This design comes from an exercise in tuning for small area, a short achievable clock period and few clock cycles on the open sky130 flow, not from production work. Function was checked by simulation only, so behaviour that the tests miss may differ from the original. No activity file was given, so power comes from the tool's default toggle rates.

`flow/config.mk`:
```
export PLATFORM = sky130hd
export DESIGN_NAME = blob_tracker_top
export DESIGN_NICKNAME = blob_tracker_top
export VERILOG_FILES = /design/flow/design.v
export SDC_FILE = /design/flow/constraint.sdc
export NUM_CORES = 4
export LEC_CHECK = 0
export CAP_MARGIN = 20
export CORE_MARGIN = 2
export CORE_UTILIZATION = 40
export SETUP_SLACK_MARGIN = 4.5
export SLEW_MARGIN = 20
```
`flow/constraint.sdc`:
```
create_clock -name core_clock -period 8.0 [get_ports {crystal_clk_div_by_two}]
set_input_delay 1.6000 -clock core_clock [delete_from_list [all_inputs] [get_ports {crystal_clk_div_by_two}]]
set_output_delay 1.6000 -clock core_clock [all_outputs]
set_load 0.01 [all_outputs]
```
`flow/design.v`:
```
`timescale 1ns/1ps
`timescale 1ns/1ps
`timescale 1ns/1ps
`timescale 1ns/1ps
`timescale 1ns/1ps
module blob_tracker_top (
	input  logic          crystal_clk_div_by_two,
	input  logic          reset,
	input  logic          start,
	input  logic          select_mode,	 
	input  logic          report_mode,	 
	input  logic [15:0]   minimum_blob_size,
	input  logic [15:0]   blob_count,
	output logic          psel,
	output logic          penable,
	output logic          pwrite,
	output logic [17:0]   paddr,
	output logic [31:0]   pwdata,
	input  logic [31:0]   prdata,
	input  logic          pready,
	output logic [191:0]  centroids,	 
	output logic          done
);
	localparam [1:0] PH_IDLE = 2'd0, PH_SCAN = 2'd1, PH_REP = 2'd2, PH_DONE = 2'd3;
	localparam [7:0] MAX_HEIGHT = 8'd120;	 
	logic [1:0]   ph;
	logic         w1;	 
	logic         ins;	 
	logic         okq;	 
	logic         sel_q;	 
	logic         rmode_q;	 
	logic [2:0]   code;	 
	logic         crow;	 
	logic [15:0]  mreg;	 
	logic [15:0]  nidx;	 
	logic         lastq;	 
	logic         lastw;	 
	logic [2:0]   k;	 
	logic         cur_row;	 
	logic         rdp;	 
	logic [191:0] slots;
	assign centroids = slots;
	assign pwdata    = {mreg, 16'h0000};
	assign done      = (ph == PH_DONE);
	logic cpl;	 
	logic bus_free;	 
	assign cpl      = psel && penable && pready;
	assign bus_free = !psel || (penable && pready);
	logic [7:0] pcode;
	logic       rel;
	logic       prow;
	assign pcode = prdata[7:0];
	assign rel   = rmode_q ? (pcode[7:2] == 6'd0 && (pcode[1] ^ pcode[0]))
	                       : (pcode[7:3] == 5'd0 && pcode[2:0] != 3'd0 && pcode[2:0] != 3'd7);
	assign prow  = rmode_q ? pcode[1] : pcode[2];	 
	logic [2:0] cmp;
	for (genvar j = 0; j < 3; j++) begin : g_cmp
		bt_gt16 u_gt (
			.a  (mreg),
			.b  (crow ? slots[32*(j+3)+16 +: 16] : slots[32*j+16 +: 16]),
			.gt (cmp[j])
		);
	end
	logic [5:0]  ld;	 
	logic [5:0]  sh;	 
	logic [31:0] fresh;
	logic        en;	 
	assign en = ins && okq;
	logic [15:0] tail_n;
	logic        tail_full;
	logic        rot;	 
	assign tail_n    = cur_row ? slots[5*32 +: 16] : slots[2*32 +: 16];
	assign tail_full = (tail_n != 16'd0);
	assign rot = (ph == PH_REP) && (rdp ? cpl : (k != 3'd6 && !tail_full && !ins));
	logic [17:0] radr;
	assign radr = {1'b0, tail_n, 1'b0} + {2'b0, tail_n} + 18'h000ff;
	logic [15:0] ahi_inc;
	logic [2:0]  alo1, alo2, alo3;
	logic [17:0] ap1, ap2, ap3;
	assign ahi_inc = paddr[17:2] + 16'd1;
	assign alo1    = {1'b0, paddr[1:0]} + 3'd1;
	assign alo2    = {1'b0, paddr[1:0]} + 3'd2;
	assign alo3    = {1'b0, paddr[1:0]} + 3'd3;
	assign ap1     = {alo1[2] ? ahi_inc : paddr[17:2], alo1[1:0]};
	assign ap2     = {alo2[2] ? ahi_inc : paddr[17:2], alo2[1:0]};
	assign ap3     = {alo3[2] ? ahi_inc : paddr[17:2], alo3[1:0]};
	always_comb begin
		ld = 6'd0;
		sh = 6'd0;
		if (ph == PH_IDLE) begin
			ld = 6'b111111;
		end else begin
			if (en) begin
				if (!rmode_q) begin
					for (int s = 0; s < 6; s++)
						if (code == 3'(s + 1) && cmp[s % 3])
							ld[s] = 1'b1;
				end else begin
					for (int r = 0; r < 2; r++)
						if (crow == r) begin
							ld[3*r]   = cmp[0];
							sh[3*r+1] = cmp[0];
							ld[3*r+1] = cmp[1] && !cmp[0];
							sh[3*r+2] = cmp[1];
							ld[3*r+2] = cmp[2] && !cmp[1];
						end
				end
			end
			if (rot) begin
				ld[3*cur_row]   = 1'b1;
				sh[3*cur_row+1] = 1'b1;
				sh[3*cur_row+2] = 1'b1;
			end
		end
	end
	always_comb begin
		if (ph == PH_IDLE)
			fresh = {minimum_blob_size, 16'd0};
		else if (ph == PH_REP && !ins)
			fresh = rdp ? prdata : 32'd0;
		else
			fresh = {mreg, nidx};
	end
	always_ff @(posedge crystal_clk_div_by_two) begin
		for (int s = 0; s < 6; s++) begin
			if (sh[s])
				slots[32*s +: 32] <= slots[32*(s-1) +: 32];
			else if (ld[s])
				slots[32*s +: 32] <= fresh;
		end
	end
	always_ff @(posedge crystal_clk_div_by_two) begin
		if (ph == PH_IDLE)
			nidx <= 16'd0;
		else if (ph == PH_SCAN && cpl && !w1)
			nidx <= nidx + 16'd1;
		lastq <= (nidx + 16'd1 == blob_count);
	end
	always_ff @(posedge crystal_clk_div_by_two) begin
		if (reset) begin
			psel    <= 1'b0;
			penable <= 1'b0;
		end else if (psel && !penable) begin
			penable <= 1'b1;
		end else if (bus_free) begin
			psel    <= 1'b0;
			penable <= 1'b0;
		end
		ins <= 1'b0;
		if (reset || !start) begin
			ph <= PH_IDLE;
		end else begin
			case (ph)
				PH_IDLE: begin
					sel_q   <= select_mode;
					rmode_q <= report_mode;
					paddr   <= 18'h00100;
					w1      <= 1'b0;
					k       <= 3'd0;
					rdp     <= 1'b0;
					cur_row <= 1'b0;
					if (blob_count == 16'd0) begin
						ph <= PH_REP;
					end else if (bus_free) begin
						ph     <= PH_SCAN;
						psel   <= 1'b1;
						pwrite <= 1'b0;
					end
				end
				PH_SCAN: begin
					cur_row <= !crow;	 
					if (cpl) begin
						if (!w1) begin
							code  <= pcode[2:0];
							crow  <= prow;
							lastw <= lastq;
							w1    <= rel;
							paddr <= rel ? ap1 : lastq ? radr : ap3;
							psel  <= 1'b1;
						end else begin
							mreg  <= sel_q ? {8'd0, prdata[23:16]} : prdata[15:0];
							okq   <= !(sel_q && prdata[23:16] > MAX_HEIGHT);
							ins   <= 1'b1;
							w1    <= 1'b0;
							paddr <= lastw ? radr : ap2;
							psel  <= 1'b1;
						end
						if (w1 ? lastw : (lastq && !rel)) begin
							ph      <= PH_REP;
							cur_row <= cur_row;
							rdp     <= tail_full;
							psel    <= tail_full;
						end
					end
				end
				PH_REP: begin
					if (rdp) begin
						if (cpl) begin
							mreg   <= prdata[31:16];
							pwrite <= 1'b1;
							psel   <= 1'b1;
							rdp    <= 1'b0;
							k      <= k + 3'd1;
							if (k == 3'd2)
								cur_row <= !cur_row;
						end
					end else if (k != 3'd6) begin
						if (tail_full) begin
							if (bus_free) begin
								paddr  <= radr;
								pwrite <= 1'b0;
								psel   <= 1'b1;
								rdp    <= 1'b1;
							end
						end else if (!ins) begin
							k <= k + 3'd1;
							if (k == 3'd2)
								cur_row <= !cur_row;
						end
					end else if (bus_free) begin
						ph <= PH_DONE;
					end
				end
				default: ;	 
			endcase
		end
	end
endmodule
module bt_gt16 (
	input  logic [15:0] a,
	input  logic [15:0] b,
	output logic        gt
);
	logic [15:0] g0, l0;
	logic [7:0]  g1, l1;
	logic [3:0]  g2, l2;
	logic [1:0]  g3, l3;
	always_comb begin
		g0 = a & ~b;
		l0 = ~a & b;
		for (int i = 0; i < 8; i++) begin
			g1[i] = g0[2*i+1] | (~l0[2*i+1] & g0[2*i]);
			l1[i] = l0[2*i+1] | (~g0[2*i+1] & l0[2*i]);
		end
		for (int i = 0; i < 4; i++) begin
			g2[i] = g1[2*i+1] | (~l1[2*i+1] & g1[2*i]);
			l2[i] = l1[2*i+1] | (~g1[2*i+1] & l1[2*i]);
		end
		for (int i = 0; i < 2; i++) begin
			g3[i] = g2[2*i+1] | (~l2[2*i+1] & g2[2*i]);
			l3[i] = l2[2*i+1] | (~g2[2*i+1] & l2[2*i]);
		end
		gt = g3[1] | (~l3[1] & g3[0]);
	end
endmodule
```
`flow/flow/run.sh`:
```
#!/bin/bash
set -euo pipefail
export BUFFER_PORTS_ARGS="-buffer_cell sky130_fd_sc_hd__buf_1"
bash standard.sh > standard.log 2>&1
```
`flow/standard.sh`:
```
#!/bin/bash
# synth_recipe.tcl (not shown) runs the flow's synth.tcl, then flattens the netlist and writes it again
# the make line also repeats each setting of config.mk as NAME=value (left out here)
make -C /OpenROAD-flow-scripts/flow DESIGN_CONFIG=/design/flow/config.mk WORK_HOME=/design/flow/orfs CLKGATE_MAP_FILE= SYNTH_SCRIPT=/design/flow/synth_recipe.tcl "${@:-finish}"
```
==> impl_summary.txt, run 1 <==
----------------------------------------------------
[Cells and area]
  Area of all placed cells without fillers ... roughly 19000 µm²
  Fill cell instance count of the final layout ... ~3600
  Number of nets in the finished design ... around 1900
  Number of standard cells in the final layout excluding fillers ... 2322
  Fraction of layout instances using a drive strength above 1 ... 0.128
  Area added between synthesis and finish ... 21.9%

[Clock network]
  Buffer depth of the longest clock path ... 3
  CTS Buf Count ... 28
  Maximum level of the CTS H-tree ... 1
  CTS Root Buffer Type ... clkbuf_16
  Num Clock Sinks ... around 260
  Clock tree from TritonCTS ... yes
  Total of hold buffers inserted after clock tree synthesis ... 0
  Clock-pin slew on the worst setup and hold paths ... about 0.07 ns
  Worst skew pair latency ... 0.55 ns

[Worst setup path]
  Critical Path, Cell by Cell ... buf_4 -> buf_12 -> mux2i_4 -> a2111oi_4 -> nor4b_1 -> o221ai_1 -> o211ai_1 -> a211oi_4 -> o21ai_4 -> and2_4 -> clkbuf_16 -> mux2_4
  Cells on worst reg2reg path ... 12
  Delay of the slowest cell on the worst path ... 0.48 ns
  Maximum fanout encountered on the critical timing path ... 16
  Kind of cell with the highest combined delay on the critical path ... compound AO/OA/AOI/OAI gates
  Kind of end point of the critical path ... flop
  Type of the worst setup path ... flop to flop
  Arrival time of data at the critical path endpoint ... between 3 and 4 ns
  Required time at the endpoint of the critical path ... 8.30 ns
  Stages on worst setup path ... 12
  Sum of buffers and inverters on the critical path ... 3
  Highest-delay cell along the critical path ... a211oi_4
  Critical path startpoint category ... flop

[Placement]
  Placed cell areas ... 17100 µm²
  Buffers on Ports ... 299
  Global placer's final weighted congestion ... just over 0.9
  Detail Placement HPWL ... slightly below 40 mm
  Post-Place Cells ... roughly 2200

[Power]
  Reg power frac ... 0.414
  Internal power ... ~3.2 mW
  Sw Pwr ... 1.72 mW
  Leakage component of the power ... 7.18 nW
  Combinational group share of total power ... 0.295
  Clock power share ... 0.291
  Pwr dens ... about 260 nW/µm²
  Proportion of total power due to net switching ... 0.348
  Highest ir drop seen on vdd ... 0.188 mV

[GRT]
  Remaining global-route overflow ... 0
  Number of antenna violations at the first check in global routing ... 3
  First-pass GRT wire length ... just under 80 mm
  Total global-route track usage ... 0.256
  Number of global-route vias before repair ... between 10000 and 15000
  Maximum number of pins on one net before global-route repair ... between 80 and 90

[STA]
  Final Critical Period ... about 3.4 ns
  Setup repair after global routing missed its margin ... yes
  Maximum frequency from static timing analysis ... 0.290 GHz
  Final Cycle Share ... 0.431
  Least-Margin Pin Slew ... between 0.8 and 0.9 ns
  Worst slew margin relative to its limit ... 0.438
  Post-route setup TNS ... 0 ns
  Worst setup skew after layout ... between 0.02 and 0.025 ns
  Final setup fails ... 0
  Fin. Hold Viols ... 0
  Pins over their slew limit ... 0

[Logic synthesis]
  Most repeated cell in the gate-level netlist after synthesis ... edfxtp_1
  Library cells used by synthesis ... 77
  Number of enable-type register cells in the synthesized netlist ... approximately 240
  Post-synth top area share ... 0.467
  Mean instance size in the synthesized netlist ... roughly 10 µm²
  Cells taking the most area after synthesis ... edfxtp_1, o21ai_0, ha_1, mux2i_1, nand2_1
  Post-Synthesis Cells ... approximately 1500
  Number of synthesized register bits ... 263
  Sequential area share after synthesis ... 0.496
  Synth Warn # ... 3
  Biggest area consumer among synthesized cells ... edfxtp_1
  Most common library cells after synthesis ... edfxtp_1, nand2_1, o21ai_0
  Top_reg_cell synth ... edfxtp_1
  Async set-or-reset flop fraction in the synthesized netlist ... 0
  Mapped Area ... approximately 15000 µm²

[Routing]
  Drt wl/cell ... around 23 µm
  Routed wire length ... roughly 54 mm
  Detailed-route via count ... between 10000 and 15000
  DR pass1 iterations ... 6
  Antenna viol nets, final ... 0
  Number of DRC violations after detailed routing ... 0
  Number of vias per cell after detailed routing ... approximately 5.7
  Iteration-0 DRC count of the detailed router ... between 1000 and 1500

[Worst hold path]
  Hold Path Depth ... 2
  Type of the most critical hold path ... flop to flop

[Flow run]
  Max-cap violations ... 0

[Floorplan]
  Site row count ... 72
  Placeable core area ... around 38000 µm²
  Vertical die dimension ... 201 µm
  Die X ... roughly 200 µm
  Overall die area ... between 40000 and 50000 µm²
  Starting Density ... 0.403
  Top Ports ... roughly 320

[Run status]
  Outcome ... finished clean

----------------------------------------------------
## power groups by stage
| stage | Clock [mW] | Sequential, mW | Combinational (mW) |
|---|---|---|---|
| 2_1_floorplan | 0 | 2.08 | 0.758 |
| 3_3_place_gp | 0 | 2.07 | 1.33 |
| 3_5_place_dp | 0 | 2.07 | 1.36 |
| 4_1_cts | 1.45 | 2.04 | 1.41 |
| 5_1_grt | 1.50 | 2.07 | 1.58 |
| 6_report | 1.44 | 2.05 | 1.46 |
## cells by family after synthesis
logic type / share of synthesized area
AOI/OAI and AO/OA: 0.124
and+or+nand+nor: 0.154
muxes: 0.102
adders and majority gates: 0.0422
xor gates and xnor gates: 0.0334
other: 0.000242
buffers and inverters: 0.0481
DFF: 0.496
## path summary, 6_finish.rpt
path	to	slack, ns	start
max	slots[181]	4.55	crow
min reg2reg	nidx[1]	0.52	nidx[1]
max reg2reg	slots[181]	4.55	crow
min	nidx[1]	0.52	nidx[1]
## state kept, by name (all words and copies together), names as in the netlist
register  count
cur_row       1
crow          1
rmode_q       1
slots       192
psel          1
code          3
rdp           1
pwrite        1
lastw         1
ins           1
penable       1
lastq         1
w1            1
k             3
sel_q         1
paddr        18
ph            2
nidx         16
okq           1
mreg         16
## final cells by class
| class | instances | area, µm² | area share |
|---|---|---|---|
| flip-flops and latches | 263 | 7680 | 0.407 |
| multi-input cells | 1084 | 7570 | 0.401 |
| repair buffers | 344 | 1740 | 0.0920 |
| clock buffers | 32 | 737 | 0.0390 |
| well taps | 518 | 648 | 0.0343 |
| clock inverters | 20 | 279 | 0.0148 |
| inverters | 60 | 225 | 0.0119 |
| diodes | 1 | 2.50 | 0.000133 |
## cell usage in the layout (no fill, tap or decap), drive strengths merged, types with 7 or more instances in the layout
| cell type | n |
|---|---|
| nand2b | 26 |
| o211ai | 7 |
| nor4 | 8 |
| mux2i | 61 |
| o21ai | 147 |
| a22oi | 12 |
| inv | 61 |
| nand3 | 108 |
| a31oi | 8 |
| clkbuf | 35 |
| bufinv | 7 |
| edfxtp | 241 |
| nand4 | 7 |
| nand2 | 159 |
| dfxtp | 22 |
| clkinv | 11 |
| xor2 | 36 |
| nor2 | 84 |
| a21oi | 51 |
| nor2b | 19 |
| o22ai | 24 |
| and3 | 23 |
| and2 | 21 |
| ha | 48 |
| conb | 16 |
| buf | 341 |
| nor3 | 20 |
| xnor2 | 23 |
| mux2 | 79 |
| o21bai | 7 |
## routing by layer
metal,GRT usage,up-vias,part of all wire
met5,0,-,0.00062
met2,0.438,572,0.49
met3,0.0482,87,0.081
met4,0.0788,4,0.033
met1,0.328,6456,0.40
li1,-,6020,-
## per-stage QoR
stage	hold slack [ns]	power (mW)	utilization	setup WS, ns
2_1_floorplan	0.445	2.84	-	4.51
3_3_place_gp	0.501	3.40	0.442	2.97
3_5_place_dp	0.504	3.42	0.444	2.88
4_1_cts	0.514	4.91	0.483	4.47
5_1_grt	0.540	5.15	0.491	4.37
6_report	0.518	4.94	0.491	4.55
## worst min-delay path, stage by stage, from the launching register on
cell     delay (ns)
dfxtp_1        0.35
nand2_1        0.07
a21oi_1        0.05
## repair_timing
| item | CTS | global route |
|---|---|---|
| setup endpoints to repair | 366 | 327 |
| gates resized for setup | 44 | 51 |
| cloned | 7 | 2 |
| setup buffers | 19 | 5 |
| pin swaps | 14 | 15 |
Testbench counts, summed over its fixed seeds: cycles 21,339.
==> run 2, diff against run 1 <==
--- a/flow/design.v
+++ b/flow/design.v
@@ -156,3 +156,2 @@
 					rmode_q <= report_mode;
-					paddr   <= 18'h00100;
 					w1      <= 1'b0;
@@ -165,2 +164,3 @@
 						ph     <= PH_SCAN;
+						paddr  <= 18'h00100;
 						psel   <= 1'b1;
==> run 2 against run 1 <==
Against the previous run:
- still clean on timing, DRC and antenna
- synthesized area is 0.96% lower
- total power rose by 58%
- combinational power up 150%
- critical path depth increased by 1
- fmax decreased by 1.5%
- die area down 0.94%
==> impl_summary.txt, run 2 <==
----------------------------------------------------
[Logic synthesis]
  Mapped Area ... 15300 µm² (-0.96%)
  Library cells used by synthesis ... 80 (+3.9%)
  Multiplexer share of the synthesized area ... 0.140 (+0.0381)
  Largest family of logic cells by synthesized area ... multiplexers
  Mean instance size in the synthesized netlist ... 10.9 µm² (+4.3%)
  Adder-cell share of the synthesized area ... 0.0432 (+0.000981)
  Cells taking the most area after synthesis ... edfxtp_1, mux2i_1, nand2_1, mux2_2, ha_1
  Synth Warn # ... 3 (unchanged)
  Number of enable-type register cells in the synthesized netlist ... 241 (unchanged)
  Fraction of synthesized cell area in xor and xnor cells ... 0.0400 (+0.00660)
  Sequential area share after synthesis ... 0.500 (+0.00481)
  Area fraction in and, or, nand and nor cells after synthesis ... 0.136 (-0.0186)
  Async set-or-reset flop fraction in the synthesized netlist ... 0 (unchanged)
  Post-Synthesis Cells ... 1410 (-5.1%)
  Post-synth top area share ... 0.472 (+0.00453)
  Top_reg_cell synth ... edfxtp_1
  Most common library cells after synthesis ... edfxtp_1, nand2_1, mux2i_1
  Biggest area consumer among synthesized cells ... edfxtp_1
  Share of the synthesized area in compound gates (AO/OA/AOI/OAI) ... 0.0949 (-0.0293)
  Most repeated cell in the gate-level netlist after synthesis ... edfxtp_1
  Number of synthesized register bits ... 263 (unchanged)

[Clock network]
  Total of hold buffers inserted after clock tree synthesis ... 0 (unchanged)
  Clock tree from TritonCTS ... yes
  Buffer depth of the longest clock path ... 3 (unchanged)
  Clock-pin slew on the worst setup and hold paths ... 0.06 ns (about the same)
  CTS Root Buffer Type ... clkbuf_16
  Num Clock Sinks ... 263 (unchanged)
  Worst skew pair latency ... 0.58 ns (+0.03 ns)
  CTS Buf Count ... 31 (+11%)
  Maximum level of the CTS H-tree ... 1 (unchanged)

[Routing]
  Number of DRC violations after detailed routing ... 0 (unchanged)
  Detailed-route via count ... 12700 (-3.0%)
  Antenna viol nets, final ... 0 (unchanged)
  Iteration-0 DRC count of the detailed router ... 1058 (-14%)
  Number of vias per cell after detailed routing ... 5.56 (-1.7%)
  DR pass1 iterations ... 6 (unchanged)
  Routed wire length ... 53.1 mm (-0.97%)
  Drt wl/cell ... 23.1 µm (+0.32%)

[Worst setup path]
  Critical path destination ... slots[173]
  Worst reg2reg endpoint ... slots[173]
  Delay of the slowest cell on the worst path ... 0.41 ns (-0.07 ns)
  Cells on worst reg2reg path ... 13 (+1)
  Kind of end point of the critical path ... flop
  Slack of the worst reg-to-reg path ... 4.50 ns (-0.05 ns)
  Required time at the endpoint of the critical path ... 8.29 ns (about the same)
  Type of the worst setup path ... flop to flop
  Critical Path, Cell by Cell ... buf_6 -> buf_8 -> mux2i_4 -> o22ai_2 -> nor4_2 -> o21ai_0 -> a211oi_1 -> nor3_1 -> maj3_2 -> maj3_2 -> o311ai_4 -> buf_6 -> clkbuf_16
  Highest-delay cell along the critical path ... edfxtp_1
  Arrival time of data at the critical path endpoint ... 3.79 ns (+0.04 ns)
  Beginning of the critical path ... crow
  Critical path startpoint category ... flop
  Maximum fanout encountered on the critical timing path ... 8 (-8)
  Reg2Reg Launch Point ... crow

[STA]
  Maximum frequency from static timing analysis ... 0.286 GHz (-1.5%)
  Worst setup skew after layout ... 0.0130 ns (-0.00778 ns)
  Setup repair after global routing missed its margin ... yes
  Final Critical Period ... 3.50 ns (+0.0528 ns)
  Final Cycle Share ... 0.438 (+0.00660)
  Hold slack final ... 0.556 ns (+0.0383 ns)
  Post-route setup TNS ... 0 ns (unchanged)
  Pins over their slew limit ... 0 (unchanged)
  Final setup fails ... 0 (unchanged)
  Least-Margin Pin Slew ... 0.874 ns (+0.0321 ns)
  Fin. Hold Viols ... 0 (unchanged)
  Worst slew margin relative to its limit ... 0.411 (-0.0275)

[Placement]
  Buffers on Ports ... 299 (unchanged)
  Detail Placement HPWL ... 37.1 mm (-4.7%)
  Global placer's final weighted congestion ... 0.871 (-6.3%)

[GRT]
  Number of antenna violations at the first check in global routing ... 2 (-1)
  Number of global-route vias before repair ... 11900 (-7.3%)
  Maximum number of pins on one net before global-route repair ... 82 (-5.7%)
  Remaining global-route overflow ... 0 (unchanged)
  Total global-route track usage ... 0.248 (-0.00753)
  First-pass GRT wire length ... 73.6 mm (-7.0%)

[Floorplan]
  Overall die area ... 39900 µm² (-0.94%)
  Die X ... 200 µm (-0.47%)
  Starting Density ... 0.406 (+0.00365)
  Top Ports ... 316 (unchanged)
  Placeable core area ... 37800 µm² (-1.9%)
  Site row count ... 71 (-1.4%)
  Vertical die dimension ... 200 µm (-0.47%)

[Cells and area]
  Register ranked first by flip-flop count ... slots
  Regs by FF count ... slots (192), paddr (18)
  Fill cell instance count of the final layout ... 3444 (-4.5%)
  Fraction of layout instances using a drive strength above 1 ... 0.175 (+0.0474)
  Flip-flop count of the largest register after layout ... 192 (unchanged)
  Commonest cells after routing, fill and taps aside ... buf_1, edfxtp_1, nand2_1
  Most frequent standard cell in the layout excluding fill and tap cells ... buf_1
  Number of nets in the finished design ... 1872 (-1.4%)
  Area added between synthesis and finish ... 26.9%

[Power]
  Highest ir drop seen on vdd ... 0.289 mV (+54%)
  Leakage component of the power ... 7.79 nW (+8.5%)
  Pwr dens ... 402 nW/µm² (+54%)

[Flow run]
  Max-cap violations ... 0 (unchanged)

[Run status]
  Outcome ... finished clean

[Worst hold path]
  Hold Path Depth ... 2 (unchanged)
  Type of the most critical hold path ... flop to flop

----------------------------------------------------
==> run 2: changes by cell type in the layout (fill, tap and decap cells not counted), sizes merged, moves of 35 or more <==
| cell | delta |
|---|---|
| nand3 | -58 |
| buf | +35 |
| nand2 | +41 |
| mux2i | +64 |
| o21ai | -87 |
==> run 2: cell type report <==
class / count / area [µm²] / share of cell area
clock buffer: 32 / 779 / 0.0400
inverter: 57 / 214 / 0.0110
tap: 511 / 639 / 0.0328
multi-input combinational: 1017 / 7730 / 0.397
clock inverter: 25 / 233 / 0.0120
sequential: 263 / 7680 / 0.394
antenna: 3 / 7.51 / 0.000386
timing repair buffer: 384 / 2190 / 0.112
==> run 2: repair_timing <==
item                       4_1_cts  5_1_grt
pin swaps                        9       44
gates cloned                     2        9
setup endpoints to repair      350      238
buffers inserted                26       30
resized for setup               42      106
==> run 2: per-layer routing <==
layer / track usage / share of wire
met1: 0.323 / 0.40
met4: 0.0952 / 0.042
met5: 0 / 0
met3: 0.0393 / 0.075
met2: 0.417 / 0.48
==> run 2: worst min-delay path by stage <==
stage | from | end
final | nidx[9] | nidx[9]
after global routing | lastq | lastw
after CTS | lastq | lastw
after detailed placement | lastq | lastw
after global placement | lastq | lastw
after floorplan | lastq | lastw
==> run 2: worst max-delay path, delay by kind of cell (launching register included) <==
family	cells	cell delay (ns)
buffers and inverters	4	0.62
AOI/OAI and AO/OA	4	0.86
DFF	1	0.41
muxes	1	0.26
and+or+nand+nor	2	0.38
adders and majority gates	2	0.65
==> run 2: stage by stage <==
step | total power, mW | util | worst slack, ns | cells | area [µm²]
after floorplan | 4.54 | - | 3.41 | 1425 | 15600
after global placement | 5.69 | 0.450 | 2.97 | 2165 | 17000
after detailed placement | 5.73 | 0.450 | 2.90 | 2165 | 17000
after CTS | 7.33 | 0.489 | 4.40 | 2250 | 18500
after global routing | 8.21 | 0.515 | 4.39 | 2291 | 19500
final | 7.82 | 0.516 | 4.50 | 2292 | 19500
==> run 2: cells by family after synthesis <==
group	count (synthesis)
AO/OA/AOI/OAI	225
XOR/XNOR	70
adder cells (fa/ha/maj)	54
buffers and inverters	148
flip-flops	263
multiplexers	203
other	1
AND/OR/NAND/NOR	446
==> run 2: where the power goes <==
group	leakage, nW	switching, mW	internal (mW)	total (mW)
Clock	0.470	0.604	0.808	1.41
Sequential	2.72	0.494	2.29	2.78
Combinational	4.60	2.23	1.41	3.63
Total	7.79	3.33	4.50	7.82
Testbench counts of run 2, summed over its fixed seeds: cycles 21,339.
==> run 3, diff against run 2 <==
--- a/flow/design.v
+++ b/flow/design.v
@@ -28,2 +28,6 @@
 	logic         ins;	 
+	logic         ins2;	 
+	logic [2:0]   beats;	 
+	logic [17:0]  radr_q;	 
+	logic         stale;	 
 	logic         okq;	 
@@ -41,2 +45,3 @@
 	logic [191:0] slots;
+	logic [5:0]   full;	 
 	assign centroids = slots;
@@ -55,3 +60,3 @@
 	assign prow  = rmode_q ? pcode[1] : pcode[2];	 
-	logic [2:0] cmp;
+	logic [2:0] cmp;	 
 	for (genvar j = 0; j < 3; j++) begin : g_cmp
@@ -67,3 +72,3 @@
 	logic        en;	 
-	assign en = ins && okq;
+	assign en = ins2 && okq;
 	logic [15:0] tail_n;
@@ -72,4 +77,4 @@
 	assign tail_n    = cur_row ? slots[5*32 +: 16] : slots[2*32 +: 16];
-	assign tail_full = (tail_n != 16'd0);
-	assign rot = (ph == PH_REP) && (rdp ? cpl : (k != 3'd6 && !tail_full && !ins));
+	assign tail_full = cur_row ? full[5] : full[2];
+	assign rot = (ph == PH_REP) && (rdp ? cpl : (k != 3'd6 && !tail_full && !ins && !ins2));
 	logic [17:0] radr;
@@ -95,3 +100,3 @@
 					for (int s = 0; s < 6; s++)
-						if (code == 3'(s + 1) && cmp[s % 3])
+						if (code == 3'(s + 1) && beats[s % 3])
 							ld[s] = 1'b1;
@@ -100,7 +105,7 @@
 						if (crow == r) begin
-							ld[3*r]   = cmp[0];
-							sh[3*r+1] = cmp[0];
-							ld[3*r+1] = cmp[1] && !cmp[0];
-							sh[3*r+2] = cmp[1];
-							ld[3*r+2] = cmp[2] && !cmp[1];
+							ld[3*r]   = beats[0];
+							sh[3*r+1] = beats[0];
+							ld[3*r+1] = beats[1] && !beats[0];
+							sh[3*r+2] = beats[1];
+							ld[3*r+2] = beats[2] && !beats[1];
 						end
@@ -118,3 +123,3 @@
 			fresh = {minimum_blob_size, 16'd0};
-		else if (ph == PH_REP && !ins)
+		else if (ph == PH_REP && !ins2)
 			fresh = rdp ? prdata : 32'd0;
@@ -125,6 +130,9 @@
 		for (int s = 0; s < 6; s++) begin
-			if (sh[s])
+			if (sh[s]) begin
 				slots[32*s +: 32] <= slots[32*(s-1) +: 32];
-			else if (ld[s])
+				full[s]           <= full[s-1];
+			end else if (ld[s]) begin
 				slots[32*s +: 32] <= fresh;
+				full[s]           <= (ph != PH_IDLE);	 
+			end
 		end
@@ -148,3 +156,7 @@
 		end
-		ins <= 1'b0;
+		ins    <= 1'b0;
+		ins2   <= ins;
+		beats  <= cmp;
+		radr_q <= radr;
+		stale  <= rot && !rdp;
 		if (reset || !start) begin
@@ -173,7 +185,9 @@
 						if (!w1) begin
-							code  <= pcode[2:0];
-							crow  <= prow;
+							if (rel) begin
+								code <= pcode[2:0];
+								crow <= prow;
+							end
 							lastw <= lastq;
 							w1    <= rel;
-							paddr <= rel ? ap1 : lastq ? radr : ap3;
+							paddr <= rel ? ap1 : lastq ? radr_q : ap3;
 							psel  <= 1'b1;
@@ -184,6 +198,10 @@
 							w1    <= 1'b0;
-							paddr <= lastw ? radr : ap2;
-							psel  <= 1'b1;
-						end
-						if (w1 ? lastw : (lastq && !rel)) begin
+							paddr <= ap2;
+							psel  <= !lastw;	 
+							if (lastw) begin
+								ph      <= PH_REP;
+								cur_row <= cur_row;
+							end
+						end
+						if (!w1 && lastq && !rel) begin
 							ph      <= PH_REP;
@@ -208,4 +226,4 @@
 						if (tail_full) begin
-							if (bus_free) begin
-								paddr  <= radr;
+							if (bus_free && !stale) begin
+								paddr  <= radr_q;
 								pwrite <= 1'b0;
@@ -214,3 +232,3 @@
 							end
-						end else if (!ins) begin
+						end else if (!ins && !ins2) begin
 							k <= k + 3'd1;
==> flow/flow/run.sh (replaced) <==
#!/bin/bash
set -euo pipefail
export BUFFER_PORTS_ARGS="-buffer_cell sky130_fd_sc_hd__buf_1"
export CTS_ARGS="-sink_clustering_enable -repair_clock_nets -dont_use_dummy_load -sink_clustering_size 30 -sink_clustering_max_diameter 100"
bash standard.sh > standard.log 2>&1
--- a/flow/config.mk
+++ b/flow/config.mk
@@ -10,3 +10,3 @@
 export CORE_UTILIZATION = 40
-export SETUP_SLACK_MARGIN = 4.5
+export SETUP_SLACK_MARGIN = 5
 export SLEW_MARGIN = 20
==> run 3 against run 2 <==
Against the previous run:
- global-route usage fell by 1.1 points
- design area decreased by 3.9%
- clock power fell by 42%
- sequential share of layout area rose by 5.1 points
- combinational power decreased by 5%
- flip-flop and latch count grew 29
- core utilization shrank 3.5 points
- non-clock buffer count down 45
- critical endpoint is now paddr[9]
- largest cell class is now registers
- highest routed layer is now met5
==> impl_summary.txt, run 3 <==
----------------------------------------------------
[Run status]
  Outcome ... finished clean

[GRT]
  Number of antenna violations at the first check in global routing ... 5 (+3)
  GRT Max-Usage Layer ... met2
  Met1 capacity usage during global routing ... 0.309 (-0.0142)
  Met2 capacity usage during global routing ... 0.397 (-0.0194)
  Remaining global-route overflow ... 0 (unchanged)
  Total global-route track usage ... 0.237 (-0.0113)
  First-pass GRT wire length ... 73.8 mm (+0.15%)
  Global routing usage on met3 ... 0.0355 (-0.00384)
  Maximum number of pins on one net before global-route repair ... 66 (-20%)
  Number of global-route vias before repair ... 11800 (-1.2%)

[Worst setup path]
  Maximum fanout encountered on the critical timing path ... 8 (unchanged)
  Critical path startpoint category ... input port
  Kind of cell with the highest combined delay on the critical path ... simple AND/OR/NAND/NOR gates
  Slack of the worst reg-to-reg path ... 5.10 ns (+0.60 ns)
  Cell with the most instances on the worst path ... buf_12
  Kind of end point of the critical path ... flop
  Arrival time of data at the critical path endpoint ... 3.30 ns (-0.49 ns)
  Sum of buffers and inverters on the critical path ... 3 (-1)
  Reg2Reg Launch Point ... cur_row
  Required time at the endpoint of the critical path ... 8.23 ns (-0.06 ns)
  Type of the worst setup path ... input port to flop
  Cells on worst reg2reg path ... 9 (-4)
  Highest-delay cell along the critical path ... or3_4
  Delay of the slowest cell on the worst path ... 0.44 ns (+0.03 ns)
  Worst reg2reg endpoint ... slots[85]
  Critical Path, Cell by Cell ... buf_12 -> inv_8 -> ha_4 -> nand2b_4 -> nand3_2 -> or3_4 -> nand3b_1 -> o211ai_1 -> a21oi_4 -> buf_12

[Logic synthesis]
  Most common library cells after synthesis ... edfxtp_1, nand2_1, o21ai_0
  Cells taking the most area after synthesis ... edfxtp_1, dfxtp_1, o21ai_0, mux2i_1, nand2_1
  Number of synthesized register bits ... 292 (+11%)
  Most repeated cell in the gate-level netlist after synthesis ... edfxtp_1
  Post-Synthesis Cells ... 1454 (+3.1%)
  Biggest area consumer among synthesized cells ... edfxtp_1
  Library cells used by synthesis ... 75 (-6.3%)
  Number of enable-type register cells in the synthesized netlist ... 247 (+2.5%)
  Synth Warn # ... 4 (+1)
  Sequential area share after synthesis ... 0.524 (+0.0234)
  Async set-or-reset flop fraction in the synthesized netlist ... 0 (unchanged)
  Post-synth top area share ... 0.467 (-0.00460)
  Mean instance size in the synthesized netlist ... 10.9 µm² (+0.37%)
  Top_reg_cell synth ... edfxtp_1
  Mapped Area ... 15900 µm² (+3.5%)

[Routing]
  Drt wl/cell ... 22.7 µm (-1.8%)
  Number of DRC violations after detailed routing ... 0 (unchanged)
  DR pass1 iterations ... 6 (unchanged)
  Routed wire length ... 51.2 mm (-3.6%)
  Antenna viol nets, final ... 0 (unchanged)
  Iteration-0 DRC count of the detailed router ... 1174 (+11%)
  Detailed-route via count ... 12600 (-0.93%)
  Number of vias per cell after detailed routing ... 5.61 (+0.87%)

[STA]
  Setup repair after global routing missed its margin ... yes
  Final setup fails ... 0 (unchanged)
  Post-layout worst setup margin ... 4.94 ns (+0.438 ns)
  Worst setup skew after layout ... 0.0766 ns (+0.0636 ns)
  Post-route setup TNS ... 0 ns (unchanged)
  Fin. Hold Viols ... 0 (unchanged)
  Least-Margin Pin Slew ... 0.839 ns (-0.0359 ns)
  Pins over their slew limit ... 0 (unchanged)
  Worst slew margin relative to its limit ... 0.441 (+0.0301)
  Final Cycle Share ... 0.383 (-0.0547)
  Hold slack final ... 0.360 ns (-0.196 ns)
  Final Critical Period ... 3.06 ns (-0.438 ns)
  Maximum frequency from static timing analysis ... 0.326 GHz (+14%)

[Power]
  Pwr dens ... 387 nW/µm² (-3.8%)
  Reg power frac ... 0.411 (+0.056)
  Internal power ... 4.14 mW (-7.9%)
  Leakage component of the power ... 7.11 nW (-8.8%)
  Overall power after layout ... 7.23 mW (-7.6%)
  Highest ir drop seen on vdd ... 0.213 mV (-26%)
  Clock power share ... 0.112 (-0.068)
  Combinational group share of total power ... 0.476 (+0.012)
  Sw Pwr ... 3.09 mW (-7.0%)
  Proportion of total power due to net switching ... 0.427 (+0.00231)

[Cells and area]
  Area added between synthesis and finish ... 17.8%
  Fraction of layout instances using a drive strength above 1 ... 0.129 (-0.0459)
  Number of nets in the finished design ... 1841 (-1.7%)
  Number of standard cells in the final layout excluding fillers ... 2251 (-1.8%)
  Fill cell instance count of the final layout ... 3663 (+6.4%)
  Area of all placed cells without fillers ... 18700 µm² (-3.9%)
  Flip-flop count of the largest register after layout ... 192 (unchanged)
  Regs by FF count ... slots (192), paddr (18), radr_q (18)
  Register ranked first by flip-flop count ... slots
  Commonest cells after routing, fill and taps aside ... buf_1, edfxtp_1, nand2_1
  Post-Route Utilization ... 0.480 (-0.0351)
  Most frequent standard cell in the layout excluding fill and tap cells ... buf_1

[Floorplan]
  Placeable core area ... 38900 µm² (+3.1%)
  Overall die area ... 41300 µm² (+3.4%)
  Vertical die dimension ... 203 µm (+1.7%)
  Site row count ... 72 (+1.4%)
  Starting Density ... 0.408 (+0.00166)
  Top Ports ... 316 (unchanged)
  Die X ... 203 µm (+1.7%)

[Clock network]
  Total of hold buffers inserted after clock tree synthesis ... 0 (unchanged)
  Worst skew pair latency ... 0.51 ns (-0.07 ns)
  CTS Root Buffer Type ... clkbuf_16
  Clock tree from TritonCTS ... yes
  Buffer depth of the longest clock path ... 3 (unchanged)
  Clock-pin slew on the worst setup and hold paths ... 0.12 ns (+0.06 ns)
  CTS Buf Count ... 15 (-52%)
  Maximum level of the CTS H-tree ... 1 (unchanged)
  Num Clock Sinks ... 292 (+11%)

[Placement]
  Global placer's final weighted congestion ... 0.912 (+4.7%)
  Detail Placement HPWL ... 35.8 mm (-3.6%)
  Buffers on Ports ... 299 (unchanged)
  Post-Place Cells ... 2192 (+1.2%)
  Pre-CTS setup slack ... 3.85 ns (+0.953 ns)
  Placed cell areas ... 17500 µm² (+3.0%)

[Worst hold path]
  Hold Path Depth ... 0 (-2)
  Worst Hold Endpoint ... ins2
  Critical hold path startpoint ... ins
  Type of the most critical hold path ... flop to flop

[Flow run]
  Max-cap violations ... 0 (unchanged)

----------------------------------------------------
-- run 3: worst max-delay path by stage --
stage                           end       from  cells after the start
after floorplan           paddr[10]  prdata[0]                      9
after global placement    slots[80]     pready                      5
after detailed placement  slots[80]     pready                      5
after CTS                 paddr[15]  prdata[0]                     10
after global routing      slots[78]     pready                      9
final                      paddr[9]  prdata[0]                     10
-- run 3: layer usage --
layer	up-vias	wire [µm]
li1	5858	-
met1	6113	20600
met2	553	24900
met3	102	3580
met4	2	2100
met5	-	13
-- run 3: area by class of cell --
type / count / area, µm² / share of cell area
well taps: 518 / 648 / 0.0347
diodes: 5 / 12.5 / 0.000669
inverters: 61 / 246 / 0.0132
clock buffers: 15 / 375 / 0.0201
multi-input cells: 1021 / 7440 / 0.398
flip-flops and latches: 292 / 8320 / 0.445
repair buffers: 339 / 1650 / 0.0885
-- run 3: timing repair --
item	in CTS	in global routing
endpoints found under the setup margin	439	148
cloned	9	2
pin swaps	13	13
buffers inserted	23	4
gates resized for setup	42	47
-- run 3: worst reg2reg max path: stages, from the launching register on --
cell	delay, ns
edfxtp_1	0.45
buf_12	0.18
mux2_4	0.31
or3_4	0.36
o22a_4	0.28
buf_4	0.16
o22ai_4	0.31
buf_4	0.23
a311o_2	0.16
buf_12	0.17
-- run 3: power by group through the flow --
| stage | registers [mW] | logic, mW | clock network [mW] |
|---|---|---|---|
| final | 2.98 | 3.45 | 0.813 |
| after global routing | 3.02 | 3.72 | 0.874 |
| after CTS | 2.96 | 3.36 | 0.828 |
| after detailed placement | 2.99 | 3.13 | 0 |
| after global placement | 2.98 | 3.08 | 0 |
| after floorplan | 3.04 | 1.95 | 0 |
-- run 3: kinds of logic (layout without fill, tap and decap cells) --
kind of cell	Yosys count	count (layout)	share of synthesized area
AO/OA/AOI/OAI	314	322	0.124
XOR/XNOR	67	67	0.0370
adder cells (fa/ha/maj)	51	51	0.0386
buffers and inverters	165	415	0.0490
flip-flops	292	292	0.524
multiplexers	141	141	0.101
other	1	21	0.000236
AND/OR/NAND/NOR	423	424	0.127
Testbench counts of run 3, summed over its fixed seeds: cycles 21,489.
==> run 4, diff against run 3 <==
--- a/flow/design.v
+++ b/flow/design.v
@@ -78,3 +78,3 @@
 	assign tail_full = cur_row ? full[5] : full[2];
-	assign rot = (ph == PH_REP) && (rdp ? cpl : (k != 3'd6 && !tail_full && !ins && !ins2));
+	assign rot = (ph == PH_REP) && (rdp ? cpl : (k != 3'd6 && !tail_full && !ins2));
 	logic [17:0] radr;
@@ -139,2 +139,4 @@
 	end
+	logic [15:0] nidx_inc;
+	assign nidx_inc = nidx + 16'd1;
 	always_ff @(posedge crystal_clk_div_by_two) begin
@@ -143,5 +145,28 @@
 		else if (ph == PH_SCAN && cpl && !w1)
-			nidx <= nidx + 16'd1;
-		lastq <= (nidx + 16'd1 == blob_count);
-	end
+			nidx <= nidx_inc;
+		lastq <= (nidx_inc == blob_count);
+	end
+	logic [17:0] paddr_nx;
+	logic        paddr_en;
+	always_comb begin
+		paddr_en = 1'b0;
+		paddr_nx = radr_q;
+		case (ph)
+			PH_IDLE: begin
+				paddr_en = bus_free && blob_count != 16'd0;
+				paddr_nx = 18'h00100;
+			end
+			PH_SCAN: begin
+				paddr_en = cpl;
+				paddr_nx = w1 ? ap2 : rel ? ap1 : lastq ? radr_q : ap3;
+			end
+			PH_REP: begin
+				paddr_en = !rdp && k != 3'd6 && tail_full && bus_free && !stale;
+			end
+			default: ;
+		endcase
+	end
+	always_ff @(posedge crystal_clk_div_by_two)
+		if (!reset && start && paddr_en)
+			paddr <= paddr_nx;
 	always_ff @(posedge crystal_clk_div_by_two) begin
@@ -176,3 +201,2 @@
 						ph     <= PH_SCAN;
-						paddr  <= 18'h00100;
 						psel   <= 1'b1;
@@ -191,3 +215,2 @@
 							w1    <= rel;
-							paddr <= rel ? ap1 : lastq ? radr_q : ap3;
 							psel  <= 1'b1;
@@ -198,3 +221,2 @@
 							w1    <= 1'b0;
-							paddr <= ap2;
 							psel  <= !lastw;	 
@@ -227,3 +249,2 @@
 							if (bus_free && !stale) begin
-								paddr  <= radr_q;
 								pwrite <= 1'b0;
@@ -232,3 +253,3 @@
 							end
-						end else if (!ins && !ins2) begin
+						end else if (!ins2) begin
 							k <= k + 3'd1;
==> flow/flow/run.sh (replaced) <==
#!/bin/bash
set -euo pipefail
export BUFFER_PORTS_ARGS="-buffer_cell sky130_fd_sc_hd__buf_1"
export CTS_ARGS="-sink_clustering_enable -repair_clock_nets -dont_use_dummy_load -sink_clustering_size 24 -sink_clustering_max_diameter 80"
bash standard.sh > standard.log 2>&1
--- a/flow/config.mk
+++ b/flow/config.mk
@@ -10,3 +10,3 @@
 export CORE_UTILIZATION = 40
-export SETUP_SLACK_MARGIN = 5
+export SETUP_SLACK_MARGIN = 4.8
 export SLEW_MARGIN = 20
==> run 4 against run 3 <==
Against the previous run:
- fmax is 4.2% lower
- final cell count grew 0.53%
- core utilization fell by 0.31 points
- total power fell by 42%
- register-to-register slack got worse by 0.21 ns
- first-iteration DRC count down 14%
- synthesized cell count is 1.2% higher
- global-route usage shrank 0.22 points
- worst hold slack worse by 0.031 ns
==> impl_summary.txt, run 4 <==
----------------------------------------------------
[Run status]
  Outcome ... finished clean

[STA]
  Least-Margin Pin Slew ... 0.885 ns (+0.0465 ns)
  Worst slew margin relative to its limit ... 0.410 (-0.0310)
  Fin. Hold Viols ... 0 (unchanged)
  Hold slack final ... 0.329 ns (-0.0314 ns)
  Pins over their slew limit ... 0 (unchanged)
  Post-route setup TNS ... 0 ns (unchanged)
  Final Critical Period ... 3.20 ns (+0.133 ns)
  Setup repair after global routing missed its margin ... yes
  Final Cycle Share ... 0.400 (+0.0166)
  Final setup fails ... 0 (unchanged)
  Post-layout worst setup margin ... 4.80 ns (-0.133 ns)
  Maximum frequency from static timing analysis ... 0.313 GHz (-4.2%)
  Worst setup skew after layout ... 0.0367 ns (-0.0399 ns)

[Cells and area]
  Register ranked first by flip-flop count ... slots
  Number of nets in the finished design ... 1862 (+1.1%)
  Flip-flop count of the largest register after layout ... 192 (unchanged)
  Most frequent standard cell in the layout excluding fill and tap cells ... buf_1
  Regs by FF count ... slots (192), paddr (18), radr_q (18)
  Fraction of layout instances using a drive strength above 1 ... 0.101 (-0.0284)
  Area added between synthesis and finish ... 17.2%
  Commonest cells after routing, fill and taps aside ... buf_1, edfxtp_1, o21ai_0

[Placement]
  Pre-CTS setup slack ... 3.72 ns (-0.133 ns)
  Global placer's final weighted congestion ... 0.860 (-5.7%)
  Buffers on Ports ... 299 (unchanged)
  Detail Placement HPWL ... 36.5 mm (+2.1%)

[GRT]
  Remaining global-route overflow ... 0 (unchanged)
  Number of global-route vias before repair ... 12100 (+2.8%)
  First-pass GRT wire length ... 72.3 mm (-1.9%)
  Maximum number of pins on one net before global-route repair ... 81 (+23%)
  Number of antenna violations at the first check in global routing ... 3 (-2)
  Total global-route track usage ... 0.235 (-0.00223)

[Logic synthesis]
  Most common library cells after synthesis ... edfxtp_1, o21ai_0, nand2_1
  Number of enable-type register cells in the synthesized netlist ... 247 (unchanged)
  Biggest area consumer among synthesized cells ... edfxtp_1
  Synth Warn # ... 4 (unchanged)
  Most repeated cell in the gate-level netlist after synthesis ... edfxtp_1
  Library cells used by synthesis ... 73 (-2.7%)
  Async set-or-reset flop fraction in the synthesized netlist ... 0 (unchanged)
  Cells taking the most area after synthesis ... edfxtp_1, o21ai_0, dfxtp_1, nand2_1, mux2i_1
  Sequential area share after synthesis ... 0.540 (+0.0160)
  Mapped Area ... 15400 µm² (-3.0%)
  Post-synth top area share ... 0.481 (+0.0143)
  Post-Synthesis Cells ... 1472 (+1.2%)
  Top_reg_cell synth ... edfxtp_1
  Number of synthesized register bits ... 292 (unchanged)
  Mean instance size in the synthesized netlist ... 10.5 µm² (-4.1%)

[Worst setup path]
  Required time at the endpoint of the critical path ... 8.24 ns (about the same)
  Kind of cell with the highest combined delay on the critical path ... simple AND/OR/NAND/NOR gates
  Cell with the most instances on the worst path ... buf_6
  Worst reg2reg endpoint ... radr_q[17]
  Maximum fanout encountered on the critical timing path ... 8 (unchanged)
  Type of the worst setup path ... input port to flop
  Kind of end point of the critical path ... flop
  Slack of the worst reg-to-reg path ... 4.89 ns (-0.21 ns)
  Critical path destination ... paddr[6]
  Cells on worst reg2reg path ... 12 (+3)
  Arrival time of data at the critical path endpoint ... 3.44 ns (+0.14 ns)
  Delay of the slowest cell on the worst path ... 0.56 ns (+0.12 ns)
  Critical Path, Cell by Cell ... buf_6 -> or4_4 -> nor3_4 -> buf_6 -> a211oi_2 -> buf_4 -> buf_6 -> buf_8 -> nand2_2 -> o21ai_1 -> a22o_1
  Critical path startpoint category ... input port
  Stages on worst setup path ... 11 (+1)
  Beginning of the critical path ... prdata[6]
  Sum of buffers and inverters on the critical path ... 5 (+2)
  Highest-delay cell along the critical path ... or4_4
  Reg2Reg Launch Point ... cur_row

[Worst hold path]
  Type of the most critical hold path ... flop to flop
  Critical hold path startpoint ... ins

[Floorplan]
  Placeable core area ... 37800 µm² (-2.8%)
  Vertical die dimension ... 200 µm (-1.5%)
  Top Ports ... 316 (unchanged)
  Starting Density ... 0.407 (-0.000857)
  Overall die area ... 40100 µm² (-2.9%)
  Site row count ... 71 (-1.4%)
  Die X ... 200 µm (-1.5%)

[Clock network]
  Clock tree from TritonCTS ... yes
  CTS Buf Count ... 19 (+4)
  Worst skew pair latency ... 0.52 ns (about the same)
  Clock-pin slew on the worst setup and hold paths ... 0.07 ns (-0.05 ns)
  Num Clock Sinks ... 292 (unchanged)
  Total of hold buffers inserted after clock tree synthesis ... 0 (unchanged)
  Buffer depth of the longest clock path ... 3 (unchanged)
  CTS Root Buffer Type ... clkbuf_16
  Maximum level of the CTS H-tree ... 1 (unchanged)

[Routing]
  DR pass1 iterations ... 5 (-1)
  Number of DRC violations after detailed routing ... 0 (unchanged)
  Drt wl/cell ... 22.2 µm (-2.3%)
  Routed wire length ... 50.3 mm (-1.7%)
  Antenna viol nets, final ... 0 (unchanged)
  Number of vias per cell after detailed routing ... 5.70 (+1.6%)
  Detailed-route via count ... 12900 (+2.2%)
  Iteration-0 DRC count of the detailed router ... 1011 (-14%)

[Power]
  Leakage component of the power ... 6.61 nW (-7.0%)
  Pwr dens ... 232 nW/µm² (-40%)
  Highest ir drop seen on vdd ... 0.169 mV (-21%)

[Flow run]
  Max-cap violations ... 0 (unchanged)

----------------------------------------------------
-- run 4: changes by cell type after synthesis, sizes merged, moves of 10 or more --
cell and delta:
a221o +19, o21ai +66, nand3 -10, nor2b -11, or2 +17, inv +15, mux2 -62, nand2 +11
a21oi -13, nand2b +14
-- run 4: layout make-up --
| type | instances | area [µm²] |
|---|---|---|
| Sequential cell | 292 | 8320 |
| Clock buffer | 19 | 475 |
| Antenna cell | 3 | 7.51 |
| Multi-Input combinational cell | 1024 | 6760 |
| Fill cell | 3562 | 19800 |
| Tap cell | 511 | 639 |
| Inverter | 74 | 278 |
| Timing Repair Buffer | 340 | 1590 |
-- run 4: worst reg2reg max path: cells and delay by family, from the launching register on --
kind	cells	cell delay, ns
buffers and inverters	2	0.30
DFF	1	0.44
adders and majority gates	2	0.53
muxes	1	0.19
AOI/OAI and AO/OA	7	1.55
-- run 4: worst min-delay path by stage --
| stage | to | slack, ns | cells after the start |
|---|---|---|---|
| 3_5_place_dp | ins2 | 0.31 | 0 |
| 3_3_place_gp | ins2 | 0.31 | 0 |
| 2_1_floorplan | ins2 | 0.31 | 0 |
| 5_1_grt | ins2 | 0.34 | 0 |
| 4_1_cts | ins2 | 0.33 | 0 |
| 6_report | ins2 | 0.33 | 0 |
-- run 4: timing repair --
action / 4_1_cts / 5_1_grt
resized for setup: 36 / 65
pin swaps: 4 / 27
buffers inserted: 13 / 10
endpoints found under the setup margin: 230 / 171
cloned: 4 / 2
-- run 4: logic make-up after synthesis --
family | synth area share
flops | 0.540
buf+inv | 0.0508
compound gates | 0.152
xor+xnor | 0.0318
fa+ha+maj | 0.0366
mux | 0.0539
other cells | 0.000243
simple gates | 0.135
-- run 4: where the power goes --
group          leakage [nW]  internal [mW]  switching, mW
clock                 0.234          0.423          0.483
combinational          3.42          0.389          0.680
sequential             2.96           1.98          0.238
-- run 4: layer usage --
metal	wire, µm	GRT usage
met3	4220	0.0299
met1	19900	0.305
met5	0	0
met4	2110	0.0960
met2	24000	0.396
-- run 4: metrics by stage --
step / cells / area (µm²) / power [mW] / util
after global placement: 2211 / 16900 / 3.20 / 0.448
after CTS: 2248 / 17700 / 4.15 / 0.468
final: 2263 / 18100 / 4.19 / 0.477
after detailed placement: 2212 / 17000 / 3.22 / 0.448
after floorplan: 1487 / 15600 / 2.78 / -
after global routing: 2263 / 18100 / 4.37 / 0.477
Testbench counts of run 4, summed over its fixed seeds: cycles 21,470.
==> run 5, diff against run 4 <==
--- a/flow/config.mk
+++ b/flow/config.mk
@@ -10,3 +10,3 @@
 export CORE_UTILIZATION = 40
-export SETUP_SLACK_MARGIN = 4.8
+export SETUP_SLACK_MARGIN = 4.7
 export SLEW_MARGIN = 20
==> run 5 against run 4 <==
Against the previous run:
- synthesized area unchanged
- largest power group unchanged
- flip-flop and latch count did not move
- still clean
- worst hold slack improved by 0.018 ns
- fmax is 1.0% lower
- total power down 1.9%
- wire length shrank 4.2%
==> impl_summary.txt, run 5 <==
----------------------------------------------------
[Run status]
  Outcome ... finished clean

[STA]
  Post-layout worst setup margin ... 4.77 ns (-0.0330 ns)
  Least-Margin Pin Slew ... 1.04 ns (+0.151 ns)
  Final Critical Period ... 3.23 ns (+0.0330 ns)
  Worst slew margin relative to its limit ... 0.302 (-0.108)
  Hold slack final ... 0.347 ns (+0.0183 ns)
  Worst setup skew after layout ... 0.0519 ns (+0.0152 ns)
  Maximum frequency from static timing analysis ... 0.310 GHz (-1.0%)
  Setup repair after global routing missed its margin ... no
  Fin. Hold Viols ... 0 (unchanged)
  Pins over their slew limit ... 0 (unchanged)
  Final Cycle Share ... 0.404 (+0.00412)
  Post-route setup TNS ... 0 ns (unchanged)
  Final setup fails ... 0 (unchanged)

[Routing]
  Detailed-route via count ... 12600 (-2.2%)
  Drt wl/cell ... 21.4 µm (-3.7%)
  Number of vias per cell after detailed routing ... 5.60 (-1.7%)
  Routed wire length ... 48.2 mm (-4.2%)
  Antenna viol nets, final ... 0 (unchanged)
  Iteration-0 DRC count of the detailed router ... 983 (-2.8%)
  Number of DRC violations after detailed routing ... 0 (unchanged)
  DR pass1 iterations ... 6 (+1)

[GRT]
  Number of global-route vias before repair ... 12000 (-1.1%)
  First-pass GRT wire length ... 71.5 mm (-1.1%)
  Remaining global-route overflow ... 0 (unchanged)
  Maximum number of pins on one net before global-route repair ... 80 (-1.2%)
  Number of antenna violations at the first check in global routing ... 0 (-3)
  Total global-route track usage ... 0.230 (-0.00431)

[Clock network]
  CTS Buf Count ... 18 (-1)
  Clock tree from TritonCTS ... yes
  Total of hold buffers inserted after clock tree synthesis ... 0 (unchanged)
  Buffer depth of the longest clock path ... 3 (unchanged)
  Worst skew pair latency ... 0.53 ns (about the same)
  Maximum level of the CTS H-tree ... 1 (unchanged)
  Num Clock Sinks ... 292 (unchanged)
  CTS Root Buffer Type ... clkbuf_16
  Clock-pin slew on the worst setup and hold paths ... 0.08 ns (about the same)

[Cells and area]
  Area added between synthesis and finish ... 15.3%
  Fraction of layout instances using a drive strength above 1 ... 0.0775 (-0.0231)
  Register ranked first by flip-flop count ... slots
  Post-Route Utilization ... 0.469 (-0.00803)
  Commonest cells after routing, fill and taps aside ... buf_1, edfxtp_1, o21ai_0
  Flip-flop count of the largest register after layout ... 192 (unchanged)
  Diodes inserted ... 0 (-3)
  Regs by FF count ... slots (192), paddr (18), radr_q (18)
  Number of nets in the finished design ... 1854 (-0.43%)
  Most frequent standard cell in the layout excluding fill and tap cells ... buf_1

[Floorplan]
  Die X ... 200 µm (unchanged)
  Top Ports ... 316 (unchanged)
  Vertical die dimension ... 200 µm (unchanged)
  Site row count ... 71 (unchanged)
  Placeable core area ... 37800 µm² (unchanged)
  Overall die area ... 40100 µm² (unchanged)
  Starting Density ... 0.407 (unchanged)

[Logic synthesis]
  Post-Synthesis Cells ... 1472 (unchanged)
  Top_reg_cell synth ... edfxtp_1
  Library cells used by synthesis ... 73 (unchanged)
  Mean instance size in the synthesized netlist ... 10.5 µm² (unchanged)
  Post-synth top area share ... 0.481 (unchanged)
  Sequential area share after synthesis ... 0.540 (unchanged)
  Biggest area consumer among synthesized cells ... edfxtp_1
  Most repeated cell in the gate-level netlist after synthesis ... edfxtp_1
  Number of enable-type register cells in the synthesized netlist ... 247 (unchanged)
  Number of synthesized register bits ... 292 (unchanged)
  Most common library cells after synthesis ... edfxtp_1, o21ai_0, nand2_1
  Mapped Area ... 15400 µm² (unchanged)
  Async set-or-reset flop fraction in the synthesized netlist ... 0 (unchanged)
  Cells taking the most area after synthesis ... edfxtp_1, o21ai_0, dfxtp_1, nand2_1, mux2i_1
  Synth Warn # ... 4 (unchanged)

[Worst setup path]
  Critical path startpoint category ... input port
  Type of the worst setup path ... input port to flop
  Reg2Reg Launch Point ... ph[0]
  Beginning of the critical path ... prdata[7]
  Kind of end point of the critical path ... flop
  Arrival time of data at the critical path endpoint ... 3.43 ns (about the same)
  Required time at the endpoint of the critical path ... 8.20 ns (-0.04 ns)
  Maximum fanout encountered on the critical timing path ... 16 (+8)

[Power]
  Sw Pwr ... 1.36 mW (-2.8%)
  Internal power ... 2.75 mW (-1.4%)
  Proportion of total power due to net switching ... 0.331 (-0.00334)
  Pwr dens ... 231 nW/µm² (-0.17%)
  Leakage component of the power ... 6.51 nW (-1.5%)
  Clock power share ... 0.215 (about the same)
  Highest ir drop seen on vdd ... 0.151 mV (-11%)
  Combinational group share of total power ... 0.253 (-0.002)
  Reg power frac ... 0.532 (+0.004)

[Placement]
  Global placer's final weighted congestion ... 0.914 (+6.3%)
  Pre-CTS setup slack ... 3.68 ns (-0.0361 ns)
  Buffers on Ports ... 299 (unchanged)
  Detail Placement HPWL ... 35.8 mm (-2.0%)

[Worst hold path]
  Critical hold path startpoint ... ins
  Type of the most critical hold path ... flop to flop

[Flow run]
  Max-cap violations ... 0 (unchanged)

----------------------------------------------------
## run 5: worst paths after layout
check / depth (start not counted) / endpoint / slack [ns]
worst max-delay path: 8 / paddr[14] / 4.77
worst min register to register: 0 / ins2 / 0.35
worst max register to register: 8 / slots[167] / 4.83
worst min-delay path: 0 / ins2 / 0.35
## run 5: per-stage QoR
step                instance area (µm²)  power [mW]  cells
floorplan                         15500        2.78   1487
global placement                  16900        3.19   2209
detailed placement                16900        3.21   2210
CTS                               17600        4.11   2239
global route                      17800        4.30   2252
finish                            17800        4.11   2252
## run 5: layer usage
layer  vias up  global-route usage  wire, µm
met3        79              0.0311      3400
met1      6091               0.313     20500
met5         -                   0         0
li1       5878                   -         -
met2       572               0.382     22700
met4         0              0.0735      1590
## run 5: area by class of cell
type | instances | area [µm²]
clock buffers | 18 | 450
fillers | 3670 | 20100
inverters | 74 | 278
multi-input cells | 1023 | 6580
flip-flops and latches | 292 | 8320
well taps | 511 | 639
repair buffers | 334 | 1490
## run 5: power groups by stage
stage / sequential (mW) / clock (mW) / combinational [mW]
floorplan: 2.23 / 0 / 0.554
detailed placement: 2.22 / 0 / 0.991
finish: 2.19 / 0.883 / 1.04
global route: 2.21 / 0.946 / 1.14
CTS: 2.18 / 0.899 / 1.03
global placement: 2.22 / 0 / 0.973
## run 5: repair_timing
item	CTS	global route
gates cloned	2	2
buffers inserted	9	11
setup endpoints to repair	293	186
hold endpoints to repair	0	0
pin swaps	3	1
resized for setup	21	16
## run 5: cells by family (layout without fill, tap and decap cells)
family                     after synthesis  after routing  share of synthesized area
AOI/OAI and AO/OA                      379            381                      0.152
xor gates and xnor gates                56             56                     0.0318
adders and majority gates               46             46                     0.0366
buffers and inverters                  175            426                     0.0508
DFF                                    292            292                      0.540
muxes                                   79             79                     0.0539
other                                    1             16                   0.000243
and+or+nand+nor                        444            445                      0.135
## run 5: worst max-delay path, cell delays in order
cell	delay, ns
buf_1	0.12
or4_4	0.56
nor3_4	0.28
nand2_4	0.12
a311oi_2	0.28
a21oi_1	0.11
a21boi_4	0.20
buf_12	0.16
==> run 6, diff against run 5 <==
--- a/flow/design.v
+++ b/flow/design.v
@@ -32,3 +32,2 @@
 	logic         stale;	 
-	logic         okq;	 
 	logic         sel_q;	 
@@ -37,2 +36,3 @@
 	logic         crow;	 
+	assign crow = rmode_q ? code[1] : code[2];
 	logic [15:0]  mreg;	 
@@ -72,3 +72,3 @@
 	logic        en;	 
-	assign en = ins2 && okq;
+	assign en = ins2;	 
 	logic [15:0] tail_n;
@@ -211,3 +211,2 @@
 								code <= pcode[2:0];
-								crow <= prow;
 							end
@@ -217,4 +216,4 @@
 						end else begin
-							mreg  <= sel_q ? {8'd0, prdata[23:16]} : prdata[15:0];
-							okq   <= !(sel_q && prdata[23:16] > MAX_HEIGHT);
+							mreg  <= !sel_q ? prdata[15:0] :
+							         (prdata[23:16] > MAX_HEIGHT) ? 16'd0 : {8'd0, prdata[23:16]};
 							ins   <= 1'b1;
--- a/flow/config.mk
+++ b/flow/config.mk
@@ -10,3 +10,3 @@
 export CORE_UTILIZATION = 40
-export SETUP_SLACK_MARGIN = 4.7
+export SETUP_SLACK_MARGIN = 5
 export SLEW_MARGIN = 20
==> run 6 against run 5 <==
Against the previous run:
- sequential share of layout area decreased by 2.6 points
- via count increased by 0.71%
- worst hold slack got worse by 0.021 ns
- worst setup slack improved by 0.15 ns
- first-iteration DRC count increased by 32%
- critical endpoint is now radr_q[14]
- flip-flop and latch count decreased by 2
- core utilization increased by 2.7 points
- register-to-register slack improved by 0.09 ns
- wire length increased by 2.9%
- sequential power increased by 2%
- clock-buffer cell count unchanged
- global-route usage increased by 0.61 points
==> impl_summary.txt, run 6 <==
----------------------------------------------------
[Clock network]
  Maximum level of the CTS H-tree ... 1 (unchanged)
  Worst skew pair latency ... 0.53 ns (about the same)
  Total of hold buffers inserted after clock tree synthesis ... 0 (unchanged)
  CTS Root Buffer Type ... clkbuf_16
  CTS Buf Count ... 18 (unchanged)
  Clock tree from TritonCTS ... yes
  Num Clock Sinks ... 290 (-0.68%)

[Routing]
  Number of vias per cell after detailed routing ... 5.51 (-1.6%)
  Iteration-0 DRC count of the detailed router ... 1299 (+32%)
  Detailed-route via count ... 12700 (+0.71%)
  Antenna viol nets, final ... 0 (unchanged)
  Number of DRC violations after detailed routing ... 0 (unchanged)
  DR pass1 iterations ... 6 (unchanged)
  Drt wl/cell ... 21.5 µm (+0.53%)

[Worst setup path]
  Kind of end point of the critical path ... flop
  Arrival time of data at the critical path endpoint ... 3.53 ns (+0.10 ns)
  Type of the worst setup path ... flop to flop
  Beginning of the critical path ... cur_row
  Critical path startpoint category ... flop
  Reg2Reg Launch Point ... cur_row

[Placement]
  Detail Placement HPWL ... 34.9 mm (-2.3%)
  Global placer's final weighted congestion ... 0.896 (-2.0%)
  Buffers on Ports ... 299 (unchanged)

[STA]
  Final Critical Period ... 3.08 ns (-0.147 ns)
  Final Cycle Share ... 0.385 (-0.0184)
  Least-Margin Pin Slew ... 0.983 ns (-0.0530 ns)
  Hold slack final ... 0.326 ns (-0.0212 ns)
  Post-route setup TNS ... 0 ns (unchanged)
  Worst slew margin relative to its limit ... 0.345 (+0.0426)

[Power]
  Leakage component of the power ... 6.87 nW (+5.5%)
  Overall power after layout ... 4.46 mW (+8.5%)
  Highest ir drop seen on vdd ... 0.149 mV (-0.92%)
  Pwr dens ... 239 nW/µm² (+3.1%)

[Logic synthesis]
  Sequential area share after synthesis ... 0.539 (about the same)
  Number of enable-type register cells in the synthesized netlist ... 245 (-0.81%)
  Number of synthesized register bits ... 290 (-0.68%)
  Top_reg_cell synth ... edfxtp_1
  Synth Warn # ... 4 (unchanged)

[Cells and area]
  Regs by FF count ... slots (192), paddr (18), radr_q (18)
  Post-Route Utilization ... 0.496 (+0.0266)

[Floorplan]
  Starting Density ... 0.406 (-0.000704)
  Top Ports ... 316 (unchanged)
  Overall die area ... 39900 µm² (-0.63%)

[Worst hold path]
  Type of the most critical hold path ... flop to flop

[GRT]
  Number of antenna violations at the first check in global routing ... 3 (+3)
  Remaining global-route overflow ... 0 (unchanged)
  Met2 capacity usage during global routing ... 0.385 (+0.00246)
  Total global-route track usage ... 0.236 (+0.00611)

[Run status]
  Outcome ... finished clean

----------------------------------------------------
==> run 6: changes by cell type after synthesis, sizes merged, moves of 6 or more <==
cell     delta
a2111oi     -7
a211oi      -6
a21oi       +6
buf        -17
clkbuf     +13
inv         +9
maj3       +15
mux2        -7
nand2       +9
nand3      +11
nand4       +7
nor2       -15
==> run 6: area by class of cell <==
class | count | area, µm² | share of cell area
Inverter | 83 | 324 | 0.0173
Multi-Input combinational cell | 1027 | 7010 | 0.375
Tap cell | 511 | 639 | 0.0342
Sequential cell | 290 | 8260 | 0.442
Clock buffer | 18 | 450 | 0.0241
Timing Repair Buffer | 376 | 2000 | 0.107
Antenna cell | 1 | 2.50 | 0.000134
==> run 6: cell families after synthesis <==
kind of cell | count (synthesis) | share of synthesized area
and+or+nand+nor | 457 | 0.141
muxes | 68 | 0.0466
adders and majority gates | 61 | 0.0472
xor gates and xnor gates | 62 | 0.0355
DFF | 290 | 0.539
AOI/OAI and AO/OA | 359 | 0.140
buffers and inverters | 180 | 0.0499
other | 1 | 0.000245
==> run 6: repair_timing <==
item	4_1_cts	5_1_grt
cloned	6	3
hold endpoints to repair	0	0
pin swaps	20	34
endpoints found under the setup margin	380	270
buffers inserted	32	28
gates resized for setup	46	57
==> run 6: routing by layer <==
metal  routed length [µm]  vias to the layer above
met5                   15                        -
met3                 3570                       95
met2                23600                      572
met4                 1810                        2
met1                20600                     6079
li1                     -                     5962
==> run 6: metrics by stage <==
stage	setup WS [ns]	cells
after floorplan	4.27	1493
after global placement	3.90	2217
after detailed placement	3.87	2218
after CTS	4.92	2274
after global routing	4.79	2306
final	4.92	2306
==> run 6: worst paths after layout <==
check,endpoint,slack (ns),depth (start not counted)
worst max-delay path,radr_q[14],4.92,15
worst min-delay path,ins2,0.33,0
worst max register to register,radr_q[14],4.92,15
worst min register to register,ins2,0.33,0
==> run 6: report_power, final <==
part / total [mW] / switching (mW) / internal [mW]
clock: 0.888 / 0.485 / 0.402
combinational: 1.33 / 0.803 / 0.522
sequential: 2.24 / 0.243 / 2.00
total: 4.46 / 1.53 / 2.93
==> run 6: worst max-delay path, stage by stage (launching register included) <==
cell and delay, ns:
edfxtp_1 0.44, buf_12 0.17, buf_12 0.13, mux2i_4 0.19
ha_4 0.28, inv_2 0.04, ha_4 0.24, o21a_1 0.11
o21ai_2 0.13, a31oi_2 0.06, o21a_1 0.23, o21ai_2 0.21
a21oi_4 0.10, a31oi_4 0.15, or4b_1 0.45, nand4_1 0.09
Testbench counts of run 6, summed over its fixed seeds: cycles 21,470.

Check on run 6: ideal ports give 4.917 ns setup slack; a clkbuf_16 on the clock port and buf_2 on the inputs give 4.917 ns; moving port delays by the midpoint clock arrival (0.549 ns) as well gives 4.371 ns.
